Background: an optimization exercise with open tools, aiming at small area. Do not read the settings as production practice.
Only simulation tests tie the RTL to the original design; equivalence was not proved.
Power figures rest on the tool's default switching activity, not on a simulated workload. No driver is modelled on the clock port, so clocking that relies on it looks cheaper here than on a real chip.

// fm_voice
module fm_voice (
	input logic clk37,
	input logic rst,
	input logic cmd_valid,
	input logic [31:0] cmd_data,
	output logic signed [15:0] sample,
	output logic sample_valid,
	output logic cmd_busy
);
	localparam int NOPS = synth_pkg::NUM_OPS;
	logic [2:0] s;
	logic [2:0] s2;  
	logic [2:0] s3;  
	logic [2:0] s4;  
	logic started;  
	logic z2, z1, z0;  
	logic clr_f;  
	logic clr_e;
	assign s2 = (s >= 3'd4) ? s - 3'd4 : s + 3'd2;
	assign s3 = (s >= 3'd3) ? s - 3'd3 : s + 3'd3;
	assign s4 = (s >= 3'd2) ? s - 3'd2 : s + 3'd4;
	always_ff @(posedge clk37) begin
		if (rst) begin
			s <= 3'd3;
			started <= 1'b0;
			z2 <= 1'b1;
			z1 <= 1'b1;
			z0 <= 1'b1;
		end else begin
			s <= (s == 3'd5) ? 3'd0 : s + 3'd1;
			if (s == 3'd1) started <= 1'b1;
			if (started && s == 3'd3) z2 <= 1'b0;
			z1 <= z2;
			z0 <= z1;
		end
	end
	assign clr_f = rst || (z0 && !started && (s == 3'd3 || s == 3'd4));  
	assign clr_e = z2;
	logic [3:0] words_left;
	logic cur_env;  
	logic [2:0] cur_idx;
	logic gate;
	logic [5:0] mix_mask;
	logic [31:0] fld [1:7];  
	logic [31:0] last_q;  
	logic [2:0] eidx;  
	logic [2:0] fidx;  
	logic last_word;
	logic idx_ok;
	logic wr_env;
	logic wr_freq;
	assign cmd_busy = |words_left;
	assign last_word = cmd_valid && (words_left == 4'd1) && !rst;
	assign idx_ok = !(cur_idx[2] && cur_idx[1]);
	assign wr_env = last_word && idx_ok && cur_env;
	assign wr_freq = last_word && idx_ok && !cur_env;
	always_ff @(posedge clk37) begin
		if (rst) begin
			words_left <= '0;
  ...
Settings: LEC_CHECK=0, ABC_AREA=1, CAP_MARGIN=20, CORE_MARGIN=2, CORE_UTILIZATION=75, PLACE_DENSITY=0.85, SLEW_MARGIN=20; clock period 10.0 ns.
standard.sh (not shown) runs the stock make flow with config.mk's settings and CLKGATE_MAP_FILE= SYNTH_SCRIPT=/design/flow/synth_recipe.tcl, a recipe that flattens the netlist after the stock synthesis.
==> flow/flow/run.sh <==
#!/bin/bash
# The standard layout (standard.sh) with three changes:
# - synthesis maps the logic with ABC's mapper told to relax delay in favour of area: the ORFS scripts
#   are copied to ./orfs_scripts unchanged except abc_area.script (ABC_AREA is
#   set in config.mk), and SCRIPTS_DIR points there;
# - the input and output ports are buffered with the smallest buffer (buf_1);
# - clock tree synthesis adds no dummy loads to balance the tree (leaf clusters
#   of up to 33 sinks within 90 um, clkbuf_16 only).
# The full tool output goes to standard.log here and to the ORFS logs under
# orfs/logs.
set -e
cd "$(dirname "$0")/.."
rm -rf orfs_scripts
cp -r "$FLOW_HOME/scripts" orfs_scripts
printf '&get -n\n&st\n&dch\n&nf -R 1000 -p\n&put\ntopo\nstime -c\n' > orfs_scripts/abc_area.script
export SCRIPTS_DIR="$PWD/orfs_scripts"
export BUFFER_PORTS_ARGS="-buffer_cell sky130_fd_sc_hd__buf_1"
export CTS_ARGS="-sink_clustering_enable -repair_clock_nets -dont_use_dummy_load -sink_clustering_size 33 -sink_clustering_max_diameter 90 -buf_list sky130_fd_sc_hd__clkbuf_16"
bash standard.sh > standard.log 2>&1
Then changed:
--- a/flow/flow/run.sh
+++ b/flow/flow/run.sh
@@ -16,0 +17 @@
+export REMOVE_ABC_BUFFERS=1
Result: Via count drops slightly; sequential power is about the same; area after synthesis stays the same.
Then changed:
--- a/flow/flow/run.sh
+++ b/flow/flow/run.sh
@@ -17 +16,0 @@
-export REMOVE_ABC_BUFFERS=1
- PLACE_DENSITY: 0.85 -> 0.8
Effect: The changed run finished clean. Area after synthesis does not change. Power hardly moves. Sequential power barely changes. Hold slack is better by 0.037 ns.

---

== v58 ==
fm_voice, a different RTL version from the one above (not shown whole).
Size in the first run: ~4,200 cells after synthesis, ~2,600 flip-flops, ~53 I/O pins.
==> flow/design.v (excerpt) <==
module fm_voice (
	input logic clk37,
	input logic rst,
	input logic cmd_valid,
	input logic [31:0] cmd_data,
	output logic signed [15:0] sample,
	output logic sample_valid,
	output logic cmd_busy
);
clock: 10.0 ns
lec_check: 0
abc_area: 1
cap_margin: 20
core_margin: 2
core_utilization: 75
place_density: 0.85
slew_margin: 20
==> flow/flow/run.sh <==
#!/bin/bash
# The standard layout (standard.sh) with three changes:
# - synthesis maps the logic with ABC's mapper told to relax delay in favour of area: the ORFS scripts
#   are copied to ./orfs_scripts unchanged except abc_area.script (ABC_AREA is
#   set in config.mk), and SCRIPTS_DIR points there;
# - the input and output ports are buffered with the smallest buffer (buf_1);
# - clock tree synthesis adds no dummy loads to balance the tree (leaf clusters
#   of up to 33 sinks within 90 um, clkbuf_16 only).
# The full tool output goes to standard.log here and to the ORFS logs under
# orfs/logs.
set -e
cd "$(dirname "$0")/.."
rm -rf orfs_scripts
cp -r "$FLOW_HOME/scripts" orfs_scripts
printf '&get -n\n&st\n&dch\n&nf -R 1000 -p\n&put\ntopo\nstime -c\n' > orfs_scripts/abc_area.script
export SCRIPTS_DIR="$PWD/orfs_scripts"
export BUFFER_PORTS_ARGS="-buffer_cell sky130_fd_sc_hd__buf_1"
export CTS_ARGS="-sink_clustering_enable -repair_clock_nets -dont_use_dummy_load -sink_clustering_size 33 -sink_clustering_max_diameter 90 -buf_list sky130_fd_sc_hd__clkbuf_16"
bash standard.sh > standard.log 2>&1
v58: PASS, flow complete, no timing, DRC or antenna violations
Inputs modified between v58 and v20:
--- a/flow/flow/run.sh
+++ b/flow/flow/run.sh
@@ -7,3 +7,3 @@
 # - clock tree synthesis adds no dummy loads to balance the tree (leaf clusters
-#   of up to 33 sinks within 90 um, clkbuf_16 only).
+#   of up to 32 sinks within 110 um, clkbuf_16 only).
 # The full tool output goes to standard.log here and to the ORFS logs under
@@ -17,3 +17,3 @@
 export BUFFER_PORTS_ARGS="-buffer_cell sky130_fd_sc_hd__buf_1"
-export CTS_ARGS="-sink_clustering_enable -repair_clock_nets -dont_use_dummy_load -sink_clustering_size 33 -sink_clustering_max_diameter 90 -buf_list sky130_fd_sc_hd__clkbuf_16"
+export CTS_ARGS="-sink_clustering_enable -repair_clock_nets -dont_use_dummy_load -sink_clustering_size 32 -sink_clustering_max_diameter 110 -buf_list sky130_fd_sc_hd__clkbuf_16"
 bash standard.sh > standard.log 2>&1
==> comparison <==
v20: no failed stages, no open violations at the end. Going from v58 to v20, routed wire length essentially unchanged, growth of design area from synthesis to finish essentially unchanged, final cell count without fillers essentially unchanged. Of the two values seen for beginning of the critical path, z0 was produced by v20 and sgn by v58. Diff v58 -> v20: via count was more or less identical, global-route usage was more or less identical, final estimated routing congestion in global placement was more or less identical. [v20] worst-path maximum fanout rose 8 relative to v58.
diff inputs: v20 => v5
--- a/flow/flow/run.sh
+++ b/flow/flow/run.sh
@@ -7,3 +7,3 @@
 # - clock tree synthesis adds no dummy loads to balance the tree (leaf clusters
-#   of up to 32 sinks within 110 um, clkbuf_16 only).
+#   of up to 34 sinks within 90 um, clkbuf_16 only).
 # The full tool output goes to standard.log here and to the ORFS logs under
@@ -17,3 +17,3 @@
 export BUFFER_PORTS_ARGS="-buffer_cell sky130_fd_sc_hd__buf_1"
-export CTS_ARGS="-sink_clustering_enable -repair_clock_nets -dont_use_dummy_load -sink_clustering_size 32 -sink_clustering_max_diameter 110 -buf_list sky130_fd_sc_hd__clkbuf_16"
+export CTS_ARGS="-sink_clustering_enable -repair_clock_nets -dont_use_dummy_load -sink_clustering_size 34 -sink_clustering_max_diameter 90 -buf_list sky130_fd_sc_hd__clkbuf_16"
 bash standard.sh > standard.log 2>&1
### Flow results
On final instance area, v5 and v20 are basically level. Compared with v20, v5 shows a lower slew at the pin closest to its max-slew limit. Reported for v5 and v20, area after synthesis turned out identical to the last digit. Relative to v20, clock power decreased by about 2% in v5. Between v5 and v20, switching power is higher for v20, v5 comes in under that. Re share of the clock period used by the worst path: v5 is 0.40 points down on v20. Diff v5..v20 | leakage power figure | negligible. Per the comparison of v5 with v20, part of the power in combinational logic neither gained nor lost much; clock network fraction of design power went down. Comparing v5 and v20, number of buffers inserted during clock tree synthesis is lower on v5. As of v5, combinational power had risen by a few percent compared to v20.
Setup changes, v5 to v54
--- a/flow/flow/run.sh
+++ b/flow/flow/run.sh
@@ -7,3 +7,3 @@
 # - clock tree synthesis adds no dummy loads to balance the tree (leaf clusters
-#   of up to 34 sinks within 90 um, clkbuf_16 only).
+#   of up to 33 sinks within 90 um, clkbuf_16 only).
 # The full tool output goes to standard.log here and to the ORFS logs under
@@ -17,3 +17,3 @@
 export BUFFER_PORTS_ARGS="-buffer_cell sky130_fd_sc_hd__buf_1"
-export CTS_ARGS="-sink_clustering_enable -repair_clock_nets -dont_use_dummy_load -sink_clustering_size 34 -sink_clustering_max_diameter 90 -buf_list sky130_fd_sc_hd__clkbuf_16"
+export CTS_ARGS="-sink_clustering_enable -repair_clock_nets -dont_use_dummy_load -sink_clustering_size 33 -sink_clustering_max_diameter 90 -buf_list sky130_fd_sc_hd__clkbuf_16"
 bash standard.sh > standard.log 2>&1
--- a/flow/config.mk
+++ b/flow/config.mk
@@ -10,4 +10,4 @@
 export CORE_MARGIN = 2
-export CORE_UTILIZATION = 75
-export PLACE_DENSITY = 0.85
+export CORE_UTILIZATION = 78
+export PLACE_DENSITY = 0.88
 export SLEW_MARGIN = 20
## What came out
Looking only at worst setup slack, and setting everything else aside, the higher value of v5 and v54 goes to v5. On total global-route track usage: v54 sits above v5. v54 has data arrival at the endpoint of the critical path above what v5 had. Depth of the critical timing path with buffers and inverters included, v5 and v54: smaller value in v54. Total power sits higher in v54 than in v5. Clock-buffer cell count: v54 vs v5 up 2.2%. In v54 the placeable core region turned out 4100 um2 lower than in v5. CTS buffer count was lower in v5 than in v54. v54 vs v5, reported combinational group power went up by about 4%. Sequential portion of the cell area essentially unchanged between v54 and v5. Against v5, time the final worst path needs with I/O delays and setup in v54 came out worse.

==> static timing again, ports no longer ideal <==
How much do the figures lean on ideal ports? The routed layouts below were timed once more, with nothing changed but the port constraints. Step 1 assumes that a clkbuf_16 drives the clock port and a buf_2 every other input. Step 2 moves the port delays by t, midway between the first and last clock arrival at a register: inputs arrive t later, outputs are due t later. That takes back most of the time a late clock gives input paths. a / b / c = ideal ports / drivers / drivers and shift; a / b = the first two.
run	t, ns	setup slack, ns	cell pins on the clock port's net
the first run of note 1	0.754	0.341 / 0.341 / 0.341	1
the second run of note 1	0.733	0.351 / 0.351 / 0.351	1
the third run of note 1	0.736	0.366 / 0.366 / 0.366	1
v58	0.738	0.446 / 0.446 / 0.446	1
v20	0.760	0.370 / 0.370 / 0.370	1
v5	0.734	0.409 / 0.409 / 0.409	1
v54	0.742	0.370 / 0.370 / 0.370	1
After both steps setup and hold are still met in every run listed.
